This is an optimization exercise on Yosys and OpenROAD, whose aim is small area and a short achievable clock period, not a production implementation. No driver is modelled on the clock port, so clock power and skew are understated where the tree is cut down; a real chip needs a root buffer or a tree. Power figures rest on the tool's default switching activity, not on a simulated workload.

Setup of run a:
==> flow/design.v (excerpt) <==
module generic_fifo #(
    parameter int DEPTH      = 16,
    parameter int COUNT_SIZE = (DEPTH <= 1) ? 1 : $clog2(DEPTH)
) (
    input  logic                  aclk,
    input  logic                  resetn,
    input  logic                  push,
    input  logic                  pop,
    output logic [COUNT_SIZE-1:0] wr_ptr,
    output logic [COUNT_SIZE-1:0] rd_ptr,
    output logic                  full,
    output logic                  empty,
    input  utils_pkg::packet_t    data_in,
    output utils_pkg::packet_t    data_out
);
==> module fifo_rowctl, before the edit <==
module fifo_rowctl (
    input  logic pop,
    input  logic pop_n,
    input  logic vld_here,
    input  logic vld_here_n,
    input  logic vld_above,
    input  logic vld_above_n,
    output logic hold,
    output logic shift,
    output logic load
);
    assign hold  = !(pop || vld_here_n);
    assign shift = !(pop_n || vld_above_n);
    assign load  = !(vld_here && (pop_n || vld_above));
endmodule
==> module generic_fifo, before the edit <==
module generic_fifo #(
    parameter int DEPTH      = 16,
    parameter int COUNT_SIZE = (DEPTH <= 1) ? 1 : $clog2(DEPTH)
) (
    input  logic                  aclk,
    input  logic                  resetn,
    input  logic                  push,
    input  logic                  pop,
    output logic [COUNT_SIZE-1:0] wr_ptr,
    output logic [COUNT_SIZE-1:0] rd_ptr,
    output logic                  full,
    output logic                  empty,
    input  utils_pkg::packet_t    data_in,
    output utils_pkg::packet_t    data_out
);
    localparam int W = $bits(data_in);
    logic [W-1:0]     mem     [DEPTH];
    logic [W-1:0]     mem_n   [DEPTH];     
    logic [W-1:0]     mem_nxt [DEPTH];
    logic [W-1:0]     din_n;
    logic [DEPTH:0]   vld;                 
    logic [DEPTH-1:0] vld_nxt;
    logic             pop_n;
    logic             nonempty;
    logic             do_push;
    logic             do_pop;
    assign vld[DEPTH] = 1'b0;
    assign pop_n      = !pop;
    assign empty      = !nonempty;
    assign do_push    = push && (!vld[DEPTH-1] || pop);
    assign do_pop     = pop && vld[0];
    assign data_out   = mem[0];
    fifo_ptr #(.DEPTH(DEPTH), .COUNT_SIZE(COUNT_SIZE)) u_wr_ptr (
        .aclk   (aclk),
        .resetn (resetn),
        .adv    (do_push),
        .ptr    (wr_ptr)
    );
    fifo_ptr #(.DEPTH(DEPTH), .COUNT_SIZE(COUNT_SIZE)) u_rd_ptr (
        .aclk   (aclk),
        .resetn (resetn),
        .adv    (do_pop),
        .ptr    (rd_ptr)
    );
    always_comb begin
        vld_nxt = vld[DEPTH-1:0];
        if (do_push && !do_pop)
            vld_nxt = {vld[DEPTH-2:0], 1'b1};
        else if (do_pop && !do_push)
            vld_nxt = {1'b0, vld[DEPTH-1:1]};
    end
    always_ff @(posedge aclk or negedge resetn) begin
        if (!resetn)
            vld[DEPTH-1:0] <= '0;
        else
            vld[DEPTH-1:0] <= vld_nxt;
    end
    fifo_flag u_full (
        .aclk   (aclk),
        .resetn (resetn),
        .d      (vld_nxt[DEPTH-1]),
        .q      (full)
    );
    fifo_flag u_nonempty (
        .aclk   (aclk),
        .resetn (resetn),
        .d      (vld_nxt[0]),
        .q      (nonempty)
    );
    localparam int NSPLIT = 4;
    localparam int SLICE  = (W + NSPLIT - 1) / NSPLIT;
    logic [NSPLIT-1:0] sel_hold  [DEPTH];
    logic [NSPLIT-1:0] sel_shift [DEPTH];
    logic [NSPLIT-1:0] sel_load  [DEPTH];
    for (genvar i = 0; i < DEPTH; i++) begin : g_ctl
        for (genvar k = 0; k < NSPLIT; k++) begin : g_copy
            if (i < DEPTH - 1) begin : g_mid
                fifo_rowctl u_ctl (
                    .pop         (pop),
                    .pop_n       (pop_n),
                    .vld_here    (vld[i]),
                    .vld_here_n  (!vld[i]),
                    .vld_above   (vld[i+1]),
                    .vld_above_n (!vld[i+1]),
                    .hold      (sel_hold[i][k]),
                    .shift     (sel_shift[i][k]),
                    .load      (sel_load[i][k])
                );
            end else begin : g_top
                fifo_rowctl_top u_ctl (
                    .pop      (pop),
                    .vld_here (vld[i]),
                    .hold     (sel_hold[i][k])
                );
                assign sel_shift[i][k] = 1'b0;
                assign sel_load[i][k]  = !sel_hold[i][k];
            end
        end
    end
    assign din_n = ~data_in;
    for (genvar i = 0; i < DEPTH; i++) begin : g_row
        assign mem_n[i] = ~mem[i];
        for (genvar b = 0; b < W; b++) begin : g_bit
            if (i < DEPTH - 1) begin : g_mid
                fifo_sel3n u_sel (
                    .a_n   (mem_n[i][b]),
                    .a_sel (sel_hold[i][b / SLICE]),
                    .b_n   (mem_n[i+1][b]),
                    .b_sel (sel_shift[i][b / SLICE]),
                    .c_n   (din_n[b]),
                    .c_sel (sel_load[i][b / SLICE]),
                    .y     (mem_nxt[i][b])
                );
            end else begin : g_top
                fifo_sel2n u_sel (
                    .a_n   (mem_n[i][b]),
                    .a_sel (sel_hold[i][b / SLICE]),
                    .c_n   (din_n[b]),
                    .y     (mem_nxt[i][b])
                );
            end
        end
    end
    always_ff @(posedge aclk) begin
        for (int i = 0; i < DEPTH; i++)
            mem[i] <= mem_nxt[i];
    end
endmodule
export LEC_CHECK = 0
export CAP_MARGIN = 20
export CORE_MARGIN = 2
export CORE_UTILIZATION = 40
export SETUP_SLACK_MARGIN = 3.7
export SLEW_MARGIN = 20
export SYNTH_HIERARCHICAL = 1
export SYNTH_MINIMUM_KEEP_SIZE = 0
create_clock -name core_clock -period 6.0 [get_ports {aclk}]
standard.sh (not shown) runs the stock make flow with config.mk's settings and CLKGATE_MAP_FILE= SYNTH_SCRIPT=/design/flow/synth_recipe.tcl, a recipe that flattens the netlist after the stock synthesis.
==> flow/flow/run.sh <==
#!/bin/bash
# Own flow: the standard layout, except that the clock tree is built by flow/mycts.tcl
# (two buffer levels, four roots on aclk) in place of TritonCTS, and the port buffers start as
# buf_1. Each step's output goes to a
# log file of its own in this folder; ORFS's per-stage logs stay under orfs/logs/.
set -euo pipefail
here=$(pwd)
export PRE_CTS_TCL="$here/flow/mycts.tcl"
# port buffers start at the smallest buffer; timing repair upsizes the ones on critical paths
export BUFFER_PORTS_ARGS="-inputs -outputs -buffer_cell sky130_fd_sc_hd__buf_1"
bash standard.sh synth > "$here/flow_synth.log" 2>&1
bash standard.sh floorplan > "$here/flow_floorplan.log" 2>&1
bash standard.sh place > "$here/flow_place.log" 2>&1
bash standard.sh cts > "$here/flow_cts.log" 2>&1
bash standard.sh finish > "$here/flow_finish.log" 2>&1
test -f out/final.def
Other scripts of this flow, unchanged in this note and not shown: flow/flow/mycts.tcl
--- input diff run a..run b ---
--- a/flow/design.v
+++ b/flow/design.v
@@ -49,22 +49,29 @@
 );
     assign y = !(a_sel ? a_n : c_n);
 endmodule
 module fifo_rowctl (
     input  logic pop,
-    input  logic pop_n,
     input  logic vld_here,
-    input  logic vld_here_n,
     input  logic vld_above,
-    input  logic vld_above_n,
+    input  logic vld_above_n,      
     output logic hold,
     output logic shift,
     output logic load
 );
-    assign hold  = !(pop || vld_here_n);
-    assign shift = !(pop_n || vld_above_n);
-    assign load  = !(vld_here && (pop_n || vld_above));
+    logic pop_to_free;             
+    assign hold  = !pop && vld_here;
+    assign shift = pop && vld_above;
+    fifo_nand2 u_free (.a(pop), .b(vld_above_n), .y(pop_to_free));
+    fifo_nand2 u_load (.a(vld_here), .b(pop_to_free), .y(load));
+endmodule
+module fifo_nand2 (
+    input  logic a,
+    input  logic b,
+    output logic y
+);
+    assign y = !(a && b);
 endmodule
 module fifo_rowctl_top (
     input  logic pop,
     input  logic vld_here,
     output logic hold
@@ -104,16 +111,14 @@
     logic [W-1:0]     mem_n   [DEPTH];     
     logic [W-1:0]     mem_nxt [DEPTH];
     logic [W-1:0]     din_n;
     logic [DEPTH:0]   vld;                 
     logic [DEPTH-1:0] vld_nxt;
-    logic             pop_n;
     logic             nonempty;
     logic             do_push;
     logic             do_pop;
     assign vld[DEPTH] = 1'b0;
-    assign pop_n      = !pop;
     assign empty      = !nonempty;
     assign do_push    = push && (!vld[DEPTH-1] || pop);
     assign do_pop     = pop && vld[0];
     assign data_out   = mem[0];
     fifo_ptr #(.DEPTH(DEPTH), .COUNT_SIZE(COUNT_SIZE)) u_wr_ptr (
@@ -160,15 +165,13 @@
     logic [NSPLIT-1:0] sel_load  [DEPTH];
     for (genvar i = 0; i < DEPTH; i++) begin : g_ctl
         for (genvar k = 0; k < NSPLIT; k++) begin : g_copy
             if (i < DEPTH - 1) begin : g_mid
                 fifo_rowctl u_ctl (
-                    .pop         (pop),
-                    .pop_n       (pop_n),
-                    .vld_here    (vld[i]),
-                    .vld_here_n  (!vld[i]),
-                    .vld_above   (vld[i+1]),
+                    .pop       (pop),
+                    .vld_here  (vld[i]),
+                    .vld_above (vld[i+1]),
                     .vld_above_n (!vld[i+1]),
                     .hold      (sel_hold[i][k]),
                     .shift     (sel_shift[i][k]),
                     .load      (sel_load[i][k])
                 );
Findings:
Run b: full flow OK, the timing, design-rule and antenna checks passed. Run b vs. run a: fmax climbed 2.8%; clock power share climbed 0.5 points. [compare] base=run a new=run b: worst hold slack after final layout stayed essentially flat; biggest fanout along the worst timing path now larger. Compared with run a, run b shows final-stage net count that has gone down by a few percent. Wire: run b routes less than run a. Run b vs run a — area of placed instances dropped slightly. Compared with run a, in run b final RePlAce weighted congestion moved up; design area dropped 4.0%; die outline area went up; core footprint increased by about 1.3% relative to the old numbers.
No functional check of the RTL was part of any run of this note. No run of this note takes its clock network from TritonCTS; it comes from the design's own scripts or RTL.

-- static timing again, ports no longer ideal --
How much do the figures lean on ideal ports? The routed layouts below were timed once more, with nothing changed but the port constraints. Step 1 (the two cells are an assumption about what drives the block):
set clk [get_ports {aclk}]
set_driving_cell -lib_cell sky130_fd_sc_hd__clkbuf_16 $clk
set_driving_cell -lib_cell sky130_fd_sc_hd__buf_2 [delete_from_list [all_inputs] $clk]
Step 2 adds t to the input delays and takes it off the output delays; t is the mean of the earliest and latest rising clock arrival at the registers after step 1. Input paths then give back, and output paths get back, about the clock's delay inside the block. Slacks: no drivers / after step 1 / after step 2; pairs: no drivers / after step 1.
run	t (ns)	setup slack, ns	hold WS [ns]	worst setup path after step 2
run a	0.592	3.629 / 3.582 / 3.100	0.456 / 0.456 / 0.456	input to register
run b	0.595	3.695 / 3.558 / 3.210	0.455 / 0.455 / 0.455	input to register
After both steps setup and hold are still met in every run listed. The setup slack of run a, which loses most, moves by -0.047 ns with the drivers and by -0.529 ns with both steps.
